This design comes from an exercise in tuning for small area and a short achievable clock period on the open sky130 flow, not from production work. Function was checked by simulation only, so behaviour that the tests miss may differ from the original. No activity file was given, so power comes from the tool's default toggle rates.

<file path="flow/design.v">
`default_nettype none
package mips_isa_pkg;
	localparam int OPCODE_W    = 6;
	localparam int REG_FIELD_W = 5;
	localparam int SHAMT_W     = 5;
	localparam int FUNCT_W     = 6;
	localparam int IMM16_W     = 16;
	localparam int IMM26_W     = 26;
	localparam int RS_LSB    = 21;
	localparam int RT_LSB    = 16;
	localparam int RD_LSB    = 11;
	localparam int SHAMT_LSB = 6;
	localparam logic [OPCODE_W-1:0] OP_SPECIAL = 6'h00;
	localparam logic [OPCODE_W-1:0] OP_J       = 6'h02;
	localparam logic [OPCODE_W-1:0] OP_BEQ     = 6'h04;
	localparam logic [OPCODE_W-1:0] OP_BNE     = 6'h05;
	localparam logic [OPCODE_W-1:0] OP_ADDIU   = 6'h09;
	localparam logic [OPCODE_W-1:0] OP_SLTI    = 6'h0a;
	localparam logic [OPCODE_W-1:0] OP_SLTIU   = 6'h0b;
	localparam logic [OPCODE_W-1:0] OP_ANDI    = 6'h0c;
	localparam logic [OPCODE_W-1:0] OP_ORI     = 6'h0d;
	localparam logic [OPCODE_W-1:0] OP_XORI    = 6'h0e;
	localparam logic [OPCODE_W-1:0] OP_LUI     = 6'h0f;
	localparam logic [FUNCT_W-1:0] F_SLL  = 6'h00;
	localparam logic [FUNCT_W-1:0] F_SRL  = 6'h02;
	localparam logic [FUNCT_W-1:0] F_SRA  = 6'h03;
	localparam logic [FUNCT_W-1:0] F_ADDU = 6'h21;
	localparam logic [FUNCT_W-1:0] F_SUBU = 6'h23;
	localparam logic [FUNCT_W-1:0] F_AND  = 6'h24;
	localparam logic [FUNCT_W-1:0] F_OR   = 6'h25;
	localparam logic [FUNCT_W-1:0] F_XOR  = 6'h26;
	localparam logic [FUNCT_W-1:0] F_NOR  = 6'h27;
	localparam logic [FUNCT_W-1:0] F_SLT  = 6'h2a;
	localparam logic [FUNCT_W-1:0] F_SLTU = 6'h2b;
endpackage
`default_nettype wire
`default_nettype none
package core_pkg;
	localparam int XLEN       = 32;
	localparam int REG_ADDR_W = 5;
	localparam int NUM_REGS   = 32;
	localparam logic [REG_ADDR_W-1:0] LINK_REG_ZERO = '0;
	localparam logic [XLEN-1:0]       RESET_PC      = '0;
	localparam logic [3:0] ALU_NOP  = 4'd0;
	localparam logic [3:0] ALU_ADD  = 4'd1;
	localparam logic [3:0] ALU_SUB  = 4'd2;
	localparam logic [3:0] ALU_AND  = 4'd3;
	localparam logic [3:0] ALU_OR   = 4'd4;
	localparam logic [3:0] ALU_XOR  = 4'd5;
	localparam logic [3:0] ALU_NOR  = 4'd6;
	localparam logic [3:0] ALU_SLT  = 4'd7;
	localparam logic [3:0] ALU_SLTU = 4'd8;
	localparam logic [3:0] ALU_SLL  = 4'd9;
	localparam logic [3:0] ALU_SRL  = 4'd10;
	localparam logic [3:0] ALU_SRA  = 4'd11;
	localparam logic [3:0] ALU_LUI  = 4'd12;
endpackage
`default_nettype wire
`default_nettype none
`timescale 1ns/1ps
module decode_stage (
	input  wire                              clk,
	input  wire                              reset_i,
	input  wire                              inst_valid_i,
	input  wire  [core_pkg::XLEN-1:0]        inst_i,
	input  wire  [core_pkg::XLEN-1:0]        pc_i,
	output logic [core_pkg::REG_ADDR_W-1:0]  rf_rs_addr_o,
	output logic [core_pkg::REG_ADDR_W-1:0]  rf_rt_addr_o,
	input  wire  [core_pkg::XLEN-1:0]        rf_rs_data_i,
	input  wire  [core_pkg::XLEN-1:0]        rf_rt_data_i,
	input  wire                              alu_fwd_valid_i,
	input  wire                              alu_fwd_write_en_i,
	input  wire  [core_pkg::REG_ADDR_W-1:0]  alu_fwd_dest_i,
	input  wire  [core_pkg::XLEN-1:0]        alu_fwd_data_i,
	input  wire                              ex_valid_i,
	input  wire                              ex_write_en_i,
	input  wire  [core_pkg::REG_ADDR_W-1:0]  ex_dest_i,
	input  wire  [core_pkg::XLEN-1:0]        ex_data_i,
	output logic                             issue_valid_o,
	output logic [3:0]                       issue_alu_op_o,
	output logic [core_pkg::XLEN-1:0]        issue_operand_a_o,
	output logic [core_pkg::XLEN-1:0]        issue_operand_b_o,
	output logic [core_pkg::REG_ADDR_W-1:0]  issue_dest_o,
	output logic                             issue_write_en_o,
	output logic                             branch_valid_o,
	output logic                             branch_taken_o,
	output logic [core_pkg::XLEN-1:0]        branch_target_o
);
	localparam int XLEN    = core_pkg::XLEN;
	localparam int AW      = core_pkg::REG_ADDR_W;
	localparam int IMM16_W = mips_isa_pkg::IMM16_W;
	localparam int IMM26_W = mips_isa_pkg::IMM26_W;
	localparam int SHAMT_W = mips_isa_pkg::SHAMT_W;
	logic [mips_isa_pkg::OPCODE_W-1:0] opcode;
	logic [mips_isa_pkg::FUNCT_W-1:0]  funct;
	logic [AW-1:0]                     rs;
	logic [AW-1:0]                     rt;
	logic [AW-1:0]                     rd;
	logic [SHAMT_W-1:0]                shamt;
	logic [IMM16_W-1:0]                imm16;
	logic [IMM26_W-1:0]                imm26;
	logic [XLEN-1:0]                   imm_sext;
	logic [XLEN-1:0]                   imm_zext;
	logic [XLEN-1:0]                   rs_val;
	logic [XLEN-1:0]                   rt_val;
	logic [3:0]                        alu_op_d;
	logic [XLEN-1:0]                   opa_d;
	logic [XLEN-1:0]                   opb_d;
	logic [AW-1:0]                     dest_d;
	logic                              wr_d;
	logic                              br_d;
	logic                              br_taken_d;
	logic [XLEN-1:0]                   br_target_d;
	assign opcode   = inst_i[mips_isa_pkg::RS_LSB+mips_isa_pkg::REG_FIELD_W +: mips_isa_pkg::OPCODE_W];
	assign funct    = inst_i[0 +: mips_isa_pkg::FUNCT_W];
	assign rs       = inst_i[mips_isa_pkg::RS_LSB +: AW];
	assign rt       = inst_i[mips_isa_pkg::RT_LSB +: AW];
	assign rd       = inst_i[mips_isa_pkg::RD_LSB +: AW];
	assign shamt    = inst_i[mips_isa_pkg::SHAMT_LSB +: SHAMT_W];
	assign imm16    = inst_i[0 +: IMM16_W];
	assign imm26    = inst_i[0 +: IMM26_W];
	assign imm_sext = {{(XLEN-IMM16_W){imm16[IMM16_W-1]}}, imm16};
	assign imm_zext = {{(XLEN-IMM16_W){1'b0}}, imm16};
	assign rf_rs_addr_o = rs;
	assign rf_rt_addr_o = rt;
	always_comb begin
		if (rs == core_pkg::LINK_REG_ZERO)
			rs_val = rf_rs_data_i;
		else if (alu_fwd_valid_i && alu_fwd_write_en_i && alu_fwd_dest_i == rs)
			rs_val = alu_fwd_data_i;
		else if (ex_valid_i && ex_write_en_i && ex_dest_i == rs)
			rs_val = ex_data_i;
		else
			rs_val = rf_rs_data_i;
	end
	always_comb begin
		if (rt == core_pkg::LINK_REG_ZERO)
			rt_val = rf_rt_data_i;
		else if (alu_fwd_valid_i && alu_fwd_write_en_i && alu_fwd_dest_i == rt)
			rt_val = alu_fwd_data_i;
		else if (ex_valid_i && ex_write_en_i && ex_dest_i == rt)
			rt_val = ex_data_i;
		else
			rt_val = rf_rt_data_i;
	end
	always_comb begin
		alu_op_d = core_pkg::ALU_NOP;
		opa_d = rs_val;
		opb_d = rt_val;
		dest_d = rt;
		wr_d = 1'b1;
		case (opcode)
			mips_isa_pkg::OP_ADDIU: alu_op_d = core_pkg::ALU_ADD;
			mips_isa_pkg::OP_SLTI:  alu_op_d = core_pkg::ALU_SLT;
			mips_isa_pkg::OP_SLTIU: alu_op_d = core_pkg::ALU_SLTU;
			mips_isa_pkg::OP_ANDI:  alu_op_d = core_pkg::ALU_AND;
			mips_isa_pkg::OP_ORI:   alu_op_d = core_pkg::ALU_OR;
			mips_isa_pkg::OP_XORI:  alu_op_d = core_pkg::ALU_XOR;
			mips_isa_pkg::OP_LUI:   alu_op_d = core_pkg::ALU_LUI;
			mips_isa_pkg::OP_SPECIAL: begin
				dest_d = rd;
				case (funct)
					mips_isa_pkg::F_SLL:  alu_op_d = core_pkg::ALU_SLL;
					mips_isa_pkg::F_SRL:  alu_op_d = core_pkg::ALU_SRL;
					mips_isa_pkg::F_SRA:  alu_op_d = core_pkg::ALU_SRA;
					mips_isa_pkg::F_ADDU: alu_op_d = core_pkg::ALU_ADD;
					mips_isa_pkg::F_SUBU: alu_op_d = core_pkg::ALU_SUB;
					mips_isa_pkg::F_AND:  alu_op_d = core_pkg::ALU_AND;
					mips_isa_pkg::F_OR:   alu_op_d = core_pkg::ALU_OR;
					mips_isa_pkg::F_XOR:  alu_op_d = core_pkg::ALU_XOR;
					mips_isa_pkg::F_NOR:  alu_op_d = core_pkg::ALU_NOR;
					mips_isa_pkg::F_SLT:  alu_op_d = core_pkg::ALU_SLT;
					mips_isa_pkg::F_SLTU: alu_op_d = core_pkg::ALU_SLTU;
					default: wr_d = 1'b0;
				endcase
			end
			default: wr_d = 1'b0;
		endcase
		if (opcode == mips_isa_pkg::OP_ADDIU || opcode == mips_isa_pkg::OP_SLTI ||
				opcode == mips_isa_pkg::OP_SLTIU)
			opb_d = imm_sext;
		else if (opcode == mips_isa_pkg::OP_ANDI || opcode == mips_isa_pkg::OP_ORI ||
				opcode == mips_isa_pkg::OP_XORI || opcode == mips_isa_pkg::OP_LUI)
			opb_d = imm_zext;
		if (opcode == mips_isa_pkg::OP_SPECIAL && (alu_op_d == core_pkg::ALU_SLL ||
				alu_op_d == core_pkg::ALU_SRL || alu_op_d == core_pkg::ALU_SRA)) begin
			opa_d = rt_val;
			opb_d = {{(XLEN-SHAMT_W){1'b0}}, shamt};
		end
		if (dest_d == core_pkg::LINK_REG_ZERO)
			wr_d = 1'b0;
	end
	always_comb begin
		br_d = opcode == mips_isa_pkg::OP_J || opcode == mips_isa_pkg::OP_BEQ ||
			opcode == mips_isa_pkg::OP_BNE;
		br_taken_d = 1'b0;
		br_target_d = pc_i + {imm_sext[XLEN-3:0], 2'b00};
		case (opcode)
			mips_isa_pkg::OP_J: begin
				br_taken_d = 1'b1;
				br_target_d = {pc_i[XLEN-1 -: XLEN-IMM26_W-2], imm26, 2'b00};
			end
			mips_isa_pkg::OP_BEQ: br_taken_d = (rs_val == rt_val);
			mips_isa_pkg::OP_BNE: br_taken_d = (rs_val != rt_val);
			default: br_taken_d = 1'b0;
		endcase
	end
	always_ff @(posedge clk) begin
		if (reset_i) begin
			issue_valid_o <= 1'b0;
			issue_write_en_o <= 1'b0;
			issue_alu_op_o <= core_pkg::ALU_NOP;
			branch_valid_o <= 1'b0;
			branch_taken_o <= 1'b0;
			branch_target_o <= core_pkg::RESET_PC;
		end else begin
			issue_valid_o <= inst_valid_i;
			issue_write_en_o <= inst_valid_i & wr_d;
			issue_alu_op_o <= alu_op_d;
			branch_valid_o <= inst_valid_i & br_d;
			branch_taken_o <= inst_valid_i & br_taken_d;
			if (inst_valid_i && br_d)
				branch_target_o <= br_target_d;
		end
	end
	always_ff @(posedge clk) begin
		issue_operand_a_o <= opa_d;
		issue_operand_b_o <= opb_d;
		issue_dest_o <= dest_d;
	end
endmodule
`default_nettype wire
`default_nettype none
`timescale 1ns/1ps
module execute_stage (
	input  wire                              clk,
	input  wire                              reset_i,
	input  wire                              issue_valid_i,
	input  wire  [3:0]                       issue_alu_op_i,
	input  wire  [core_pkg::XLEN-1:0]        issue_operand_a_i,
	input  wire  [core_pkg::XLEN-1:0]        issue_operand_b_i,
	input  wire  [core_pkg::REG_ADDR_W-1:0]  issue_dest_i,
	input  wire                              issue_write_en_i,
	output logic                             alu_fwd_valid_o,
	output logic                             alu_fwd_write_en_o,
	output logic [core_pkg::REG_ADDR_W-1:0]  alu_fwd_dest_o,
	output logic [core_pkg::XLEN-1:0]        alu_fwd_data_o,
	output logic                             ex_valid_o,
	output logic                             ex_write_en_o,
	output logic [core_pkg::REG_ADDR_W-1:0]  ex_dest_o,
	output logic [core_pkg::XLEN-1:0]        ex_data_o
);
	localparam int XLEN    = core_pkg::XLEN;
	localparam int IMM16_W = mips_isa_pkg::IMM16_W;
	localparam int SHAMT_W = mips_isa_pkg::SHAMT_W;
	logic [XLEN-1:0]    alu_res;
	logic [SHAMT_W-1:0] sh;
	assign sh = issue_operand_b_i[SHAMT_W-1:0];
	always_comb begin
		case (issue_alu_op_i)
			core_pkg::ALU_ADD:  alu_res = issue_operand_a_i + issue_operand_b_i;
			core_pkg::ALU_SUB:  alu_res = issue_operand_a_i - issue_operand_b_i;
			core_pkg::ALU_AND:  alu_res = issue_operand_a_i & issue_operand_b_i;
			core_pkg::ALU_OR:   alu_res = issue_operand_a_i | issue_operand_b_i;
			core_pkg::ALU_XOR:  alu_res = issue_operand_a_i ^ issue_operand_b_i;
			core_pkg::ALU_NOR:  alu_res = ~(issue_operand_a_i | issue_operand_b_i);
			core_pkg::ALU_SLT:  alu_res = {{(XLEN-1){1'b0}},
				$signed(issue_operand_a_i) < $signed(issue_operand_b_i)};
			core_pkg::ALU_SLTU: alu_res = {{(XLEN-1){1'b0}}, issue_operand_a_i < issue_operand_b_i};
			core_pkg::ALU_SLL:  alu_res = issue_operand_a_i << sh;
			core_pkg::ALU_SRL:  alu_res = issue_operand_a_i >> sh;
			core_pkg::ALU_SRA:  alu_res = $unsigned($signed(issue_operand_a_i) >>> sh);
			core_pkg::ALU_LUI:  alu_res = {issue_operand_b_i[IMM16_W-1:0], {(XLEN-IMM16_W){1'b0}}};
			default:            alu_res = '0;
		endcase
	end
	assign alu_fwd_valid_o = issue_valid_i;
	assign alu_fwd_write_en_o = issue_write_en_i;
	assign alu_fwd_dest_o = issue_dest_i;
	assign alu_fwd_data_o = alu_res;
	always_ff @(posedge clk) begin
		if (reset_i) begin
			ex_valid_o <= 1'b0;
			ex_write_en_o <= 1'b0;
		end else begin
			ex_valid_o <= issue_valid_i;
			ex_write_en_o <= issue_write_en_i;
		end
	end
	always_ff @(posedge clk) begin
		ex_dest_o <= issue_dest_i;
		ex_data_o <= alu_res;
	end
endmodule
`default_nettype wire
`default_nettype none
`timescale 1ns/1ps
module result_stage (
	input  wire                              clk,
	input  wire                              reset_i,
	input  wire                              ex_valid_i,
	input  wire                              ex_write_en_i,
	input  wire  [core_pkg::REG_ADDR_W-1:0]  ex_dest_i,
	input  wire  [core_pkg::XLEN-1:0]        ex_data_i,
	input  wire  [core_pkg::REG_ADDR_W-1:0]  rf_rs_addr_i,
	input  wire  [core_pkg::REG_ADDR_W-1:0]  rf_rt_addr_i,
	output logic [core_pkg::XLEN-1:0]        rf_rs_data_o,
	output logic [core_pkg::XLEN-1:0]        rf_rt_data_o,
	output logic                             wb_valid_o,
	output logic [core_pkg::REG_ADDR_W-1:0]  wb_addr_o,
	output logic [core_pkg::XLEN-1:0]        wb_data_o
);
	logic [core_pkg::XLEN-1:0] regs [core_pkg::NUM_REGS];
	logic                      wr_en;
	assign wr_en = ex_valid_i & ex_write_en_i;
	always_ff @(posedge clk) begin
		if (reset_i) begin
			for (int i = 0; i < core_pkg::NUM_REGS; i++)
				regs[i] <= '0;
		end else if (wr_en) begin
			regs[ex_dest_i] <= ex_data_i;
		end
	end
	assign rf_rs_data_o = (rf_rs_addr_i == core_pkg::LINK_REG_ZERO) ? '0 : regs[rf_rs_addr_i];
	assign rf_rt_data_o = (rf_rt_addr_i == core_pkg::LINK_REG_ZERO) ? '0 : regs[rf_rt_addr_i];
	always_ff @(posedge clk) begin
		if (reset_i)
			wb_valid_o <= 1'b0;
		else
			wb_valid_o <= wr_en;
	end
	always_ff @(posedge clk) begin
		wb_addr_o <= ex_dest_i;
		wb_data_o <= ex_data_i;
	end
endmodule
`default_nettype wire
`default_nettype none
`timescale 1ns/1ps
module mips_core_slice (
	input  wire             clk,
	input  wire             reset_i,
	input  wire             inst_valid_i,
	input  wire [31:0]      inst_i,
	input  wire [31:0]      pc_i,
	output logic            branch_valid_o,
	output logic            branch_taken_o,
	output logic [31:0]     branch_target_o,
	output logic            wb_valid_o,
	output logic [4:0]      wb_addr_o,
	output logic [31:0]     wb_data_o
);
	logic      alu_fwd_valid;
	logic      alu_fwd_write_en;
	logic [core_pkg::REG_ADDR_W-1:0] alu_fwd_dest;
	logic [core_pkg::XLEN-1:0] alu_fwd_data;
	logic      ex_valid;
	logic      ex_write_en;
	logic [core_pkg::REG_ADDR_W-1:0] ex_dest;
	logic [core_pkg::XLEN-1:0] ex_data;
	logic      issue_valid;
	logic [3:0] issue_alu_op;
	logic [core_pkg::XLEN-1:0] issue_operand_a;
	logic [core_pkg::XLEN-1:0] issue_operand_b;
	logic [core_pkg::REG_ADDR_W-1:0] issue_dest;
	logic      issue_write_en;
	logic [core_pkg::REG_ADDR_W-1:0] rf_rs_addr;
	logic [core_pkg::REG_ADDR_W-1:0] rf_rt_addr;
	logic [core_pkg::XLEN-1:0] rf_rs_data;
	logic [core_pkg::XLEN-1:0] rf_rt_data;
	decode_stage decode_stage_inst (
		.clk                (clk),
		.reset_i            (reset_i),
		.inst_valid_i       (inst_valid_i),
		.inst_i             (inst_i),
		.pc_i               (pc_i),
		.rf_rs_addr_o       (rf_rs_addr),
		.rf_rt_addr_o       (rf_rt_addr),
		.rf_rs_data_i       (rf_rs_data),
		.rf_rt_data_i       (rf_rt_data),
		.alu_fwd_valid_i    (alu_fwd_valid),
		.alu_fwd_write_en_i (alu_fwd_write_en),
		.alu_fwd_dest_i     (alu_fwd_dest),
		.alu_fwd_data_i     (alu_fwd_data),
		.ex_valid_i         (ex_valid),
		.ex_write_en_i      (ex_write_en),
		.ex_dest_i          (ex_dest),
		.ex_data_i          (ex_data),
		.issue_valid_o      (issue_valid),
		.issue_alu_op_o     (issue_alu_op),
		.issue_operand_a_o  (issue_operand_a),
		.issue_operand_b_o  (issue_operand_b),
		.issue_dest_o       (issue_dest),
		.issue_write_en_o   (issue_write_en),
		.branch_valid_o     (branch_valid_o),
		.branch_taken_o     (branch_taken_o),
		.branch_target_o    (branch_target_o)
	);
	execute_stage execute_stage_inst (
		.clk                (clk),
		.reset_i            (reset_i),
		.issue_valid_i      (issue_valid),
		.issue_alu_op_i     (issue_alu_op),
		.issue_operand_a_i  (issue_operand_a),
		.issue_operand_b_i  (issue_operand_b),
		.issue_dest_i       (issue_dest),
		.issue_write_en_i   (issue_write_en),
		.alu_fwd_valid_o    (alu_fwd_valid),
		.alu_fwd_write_en_o (alu_fwd_write_en),
		.alu_fwd_dest_o     (alu_fwd_dest),
		.alu_fwd_data_o     (alu_fwd_data),
		.ex_valid_o         (ex_valid),
		.ex_write_en_o      (ex_write_en),
		.ex_dest_o          (ex_dest),
		.ex_data_o          (ex_data)
	);
	result_stage result_stage_inst (
		.clk           (clk),
		.reset_i       (reset_i),
		.ex_valid_i    (ex_valid),
		.ex_write_en_i (ex_write_en),
		.ex_dest_i     (ex_dest),
		.ex_data_i     (ex_data),
		.rf_rs_addr_i  (rf_rs_addr),
		.rf_rt_addr_i  (rf_rt_addr),
		.rf_rs_data_o  (rf_rs_data),
		.rf_rt_data_o  (rf_rt_data),
		.wb_valid_o    (wb_valid_o),
		.wb_addr_o     (wb_addr_o),
		.wb_data_o     (wb_data_o)
	);
endmodule
`default_nettype wire
</file>
<file path="flow/run.sh">
#!/bin/bash
# synth_recipe.tcl (not shown) runs the flow's synth.tcl, then flattens the netlist and writes it again
# the make line also repeats each setting of config.mk as NAME=value (left out here)
make -C /OpenROAD-flow-scripts/flow DESIGN_CONFIG=/design/flow/config.mk WORK_HOME=/design/flow/orfs CLKGATE_MAP_FILE= SYNTH_SCRIPT=/design/flow/synth_recipe.tcl finish
</file>
<file path="flow/config.mk">
export PLATFORM = sky130hd
export DESIGN_NAME = mips_core_slice
export DESIGN_NICKNAME = mips_core_slice
export VERILOG_FILES = /design/flow/design.v
export SDC_FILE = /design/flow/constraint.sdc
export NUM_CORES = 4
export LEC_CHECK = 0
export CAP_MARGIN = 20
export CORE_MARGIN = 2
export CORE_UTILIZATION = 40
export SLEW_MARGIN = 20
</file>
<file path="flow/constraint.sdc">
create_clock -name core_clock -period 6.0 [get_ports {clk}]
set_input_delay 1.2000 -clock core_clock [delete_from_list [all_inputs] [get_ports {clk}]]
set_output_delay 1.2000 -clock core_clock [all_outputs]
set_load 0.01 [all_outputs]
</file>
==> notes.md <==
* Sw frac at 0.322
* Post-DP HPWL at 218000 um
* Worst hold-check path type: reg2reg
* Largest net degree at the start of global routing at 83
* Die area at 190000 um^2
* Setup tns final at 0 ns
* Crit path from: decode_stage_inst.issue_operand_a_o[14]$_DFF_P_
* Top delay family on crit path: compound AO/OA/AOI/OAI gates
* First-pass GRT wire length at 441000 um
* GRT Util Overall at 0.326
* Latest clock arrival within the worst-skew pair at 0.82 ns
* Crit Path Max Fanout at 10
* Max Slew Vio Count at 0
* Crit end category: register
* FF-to-FF Start: decode_stage_inst.issue_operand_a_o[14]$_DFF_P_
* P&R area growth vs syn at 14.1%
* Post-synth top area share at 0.413
* Area contributors post-synth: edfxtp_1, mux4_2, and2_1, dfxtp_1, ha_1
* Seq pwr share at 0.407
* Clock share of power at 0.358
* Post-synth EDFFs at 1024
* Post-CTS Repair Setup Buffers at 0
* Synth Cell Area at 74400 um^2
* WP data required at 6.70 ns
* Internal power at 16.6 mW
* Number of buffers and inverters on the critical path at 1
* NetSw at 7.90 mW
* Core area at 185000 um^2
* Flops & latches, synth at 1210
* Routed vias/inst at between 6 and 7
* Synth area leader: edfxtp_1
* P_leak at around 31 nW
* Die width at between 400 and 500 um
* Final core occ at 0.458
* Final period util at 0.942
* DRT antenna net count at 0
* CP Cell Sequence: inv_1 -> ha_1 -> a221oi_1 -> o311a_1 -> o22a_1 -> o21ai_0 -> o221a_2 -> o221ai_1 -> nand2_1 -> a21oi_1 -> o2111ai_1 -> nor4_1 -> nand2_1 -> xnor2_1 -> a22o_1
* Die Ht at 435 um
* PD cells at between 200 and 300 nW/um^2
* Fraction of layout cells with a size suffix above 1 at 0.211
* Post-synth top cells: and2_1, edfxtp_1, mux4_2
* Cell count after synthesis at 6222
* Port bufs at 138
* Starting Density at 0.402
* Via count at 58400
* FP Rows at 158
* Average cell area after synthesis at 12.0 um^2
* Ys Warns at 3
* CTS H-tree lvls at 4
* Status: complete, no violations
* CTS tree: built
* Final min period at 5.65 ns
* Sequential share of the synthesized area at 0.463
* Hold Fails Final Rpt at 0
* Clk slew on worst S/H paths at 0.06 ns
* Max Clk Rate at 177 MHz
* Vias in the first global route at roughly 57000
* Dpl cell area at approximately 80000 um^2
* Pre-CTS WS at 0.395 ns
* Nets at 6541
* Ys async rst share at 0
* Initial antenna violation count at 24
* Post-route DRC at 0
* RSZ-0062 raised after global routing: false
* Comb power frac at 0.235
* Mapped Nets at 6421
* Crit Path Class: reg2reg
* Total of fill cells in the finished design at 16700
* CTS buffer count at 139
* Largest stage delay, worst path at 0.82 ns
* CP arrival at 6.35 ns
* Worst slew pin tran at around 1.2 ns
* Ports at 139
* DRT Pass-1 Iters at 8
* Worst Skew at 0.0361 ns
* Final cell count without fillers at 8947
* Violation count after the first detailed-route iteration at 8775
* Hold bufs inserted after CTS at 0
* Max VDD drop at 0.339 mV
* Clock Sinks at 1210
* RePlAce Congestion at 1.01
* Hold path start: decode_stage_inst.branch_target_o[1]$_SDFFE_PP0P_
* Count leader, synth: and2_1
* Power, Total at between 20 and 25 mW
* Setup violations, final at 0
* Drt wl/cell at 35.3 um
* Resized Gates After CTS at 0
* Setup WS post-layout at roughly 0.35 ns
* Critical Path Most Common Cell: nand2_1
* Synth unique cells at 100
* CP max stage cell: dfxtp_1
* Placed Cells at 8680
* Startpoint types: register
* Number of max-cap violations at 0
* Total grt overflow at 0
* Relative slew slack at 0.170
* Drt total wl at about 320000 um
* Clk buf depth at 3
* CTS root buf: clkbuf_16
* Ys flop type: edfxtp_1
* Hold WS at 0.463 ns
* Final Instance Area at 84900 um^2
power groups by stage:
stage	Sequential [mW]	Combinational [mW]	Clock (mW)
after CTS	9.97	5.60	8.84
after global placement	10.1	5.60	0
after floorplan	9.92	3.30	0
after global routing	10.0	5.99	9.13
after detailed placement	10.1	5.58	0
final	9.98	5.77	8.79
sequential cells by signal (all words and copies together) (netlist names):
signal and count:
execute_stage_inst.ex_write_en_o 1, result_stage_inst.wb_addr_o 5, decode_stage_inst.issue_valid_o 1, decode_stage_inst.issue_dest_o 5, execute_stage_inst.ex_data_o 32, decode_stage_inst.issue_write_en_o 1
decode_stage_inst.issue_operand_b_o 32, result_stage_inst.regs 1024, execute_stage_inst.ex_valid_o 1, decode_stage_inst.branch_target_o 32, decode_stage_inst.issue_operand_a_o 32, decode_stage_inst.branch_valid_o 1
execute_stage_inst.ex_dest_o 5, result_stage_inst.wb_valid_o 1, result_stage_inst.wb_data_o 32, decode_stage_inst.issue_alu_op_o 4, decode_stage_inst.branch_taken_o 1
worst paths after layout:
kind	to	slack, ns	depth (start not counted)
max	decode_stage_inst.branch_taken_o$_SDFF_PP0_	0.35	15
min	decode_stage_inst.branch_target_o[1]$_SDFFE_PP0P_	0.46	2
max reg2reg	decode_stage_inst.branch_taken_o$_SDFF_PP0_	0.35	15
min reg2reg	decode_stage_inst.branch_target_o[1]$_SDFFE_PP0P_	0.46	2
cell usage in the layout, fill, tap and decap left out, types with 29 or more instances in the layout:
cell type,instances
clkdlybuf4s50_1,127
nor2b_1,52
nor2_1,300
buf_12,34
o221ai_1,32
o22ai_1,80
a21oi_1,260
a22oi_1,98
nor2_4,32
o211ai_1,40
inv_1,135
nor4_1,34
mux2i_1,134
o21ai_0,185
mux2_2,33
buf_4,376
nand3_1,91
nor3_1,83
and2_1,1045
nand4_1,36
clkbuf_1,31
xor2_1,29
nand2_1,338
mux4_2,571
a211oi_1,61
xnor2_1,52
nand2b_1,34
ha_1,129
a31oi_1,31
edfxtp_1,1024
or2_2,47
clkbuf_16,146
dfxtp_1,176
cell families (layout without fill, tap and decap cells):
kind of cell | count (synthesis) | after routing | share of synthesized area
AO/OA/AOI/OAI | 1109 | 1109 | 0.101
XOR/XNOR | 81 | 81 | 0.00953
adder cells (fa/ha/maj) | 132 | 132 | 0.0225
buffers and inverters | 708 | 940 | 0.0402
flip-flops | 1210 | 1210 | 0.463
multiplexers | 745 | 745 | 0.198
other | 0 | 13 | 0
AND/OR/NAND/NOR | 2237 | 2237 | 0.165
layer usage:
metal / global-route usage / vias to the layer above / wire length, um
met3: 0.0754 / 1003 / 33100
li1: - / 23900 / -
met2: 0.507 / 3986 / 143000
met4: 0.193 / 10 / 22100
met5: 0 / - / 77
met1: 0.416 / 29600 / 118000
cell type report:
cell class	instances	area [um^2]	share of cell area
Inverter	142	534	0.00629
Clock inverter	70	785	0.00924
Sequential cell	1210	34500	0.406
Multi-Input combinational cell	4304	37300	0.439
Timing Repair Buffer	545	4850	0.0572
Tap cell	2480	3100	0.0365
Clock buffer	183	3850	0.0454
Antenna cell	13	32.5	0.000383
tightest hold or removal path: stages (launching register included):
cell,delay [ns]
dfxtp_1,0.31
nand2_1,0.06
a21oi_1,0.05

## static timing again, ports no longer ideal
The results above use ideal ports. As a check the final layout listed here was re-extracted and re-timed, cells and wires unchanged.
Step 1 assumes that a clkbuf_16 drives the clock port and a buf_2 every other input.
Step 2 times the ports against the registers' clock, not the clock port: input delays grow and output delays shrink by t, the midpoint of the rising clock arrivals with the driver on.
Slacks: ideal / step 1 / step 2; pairs: ideal / step 1.
shift t [ns]: 0.887
setup WS [ns]: 0.346 / 0.346 / 0.271
slew at the worst register clock pin (ns): 0.07 / 0.07
After both steps this run still meets setup and hold. The setup slack of this run moves by 0.000 ns with the drivers and by -0.075 ns with both steps.
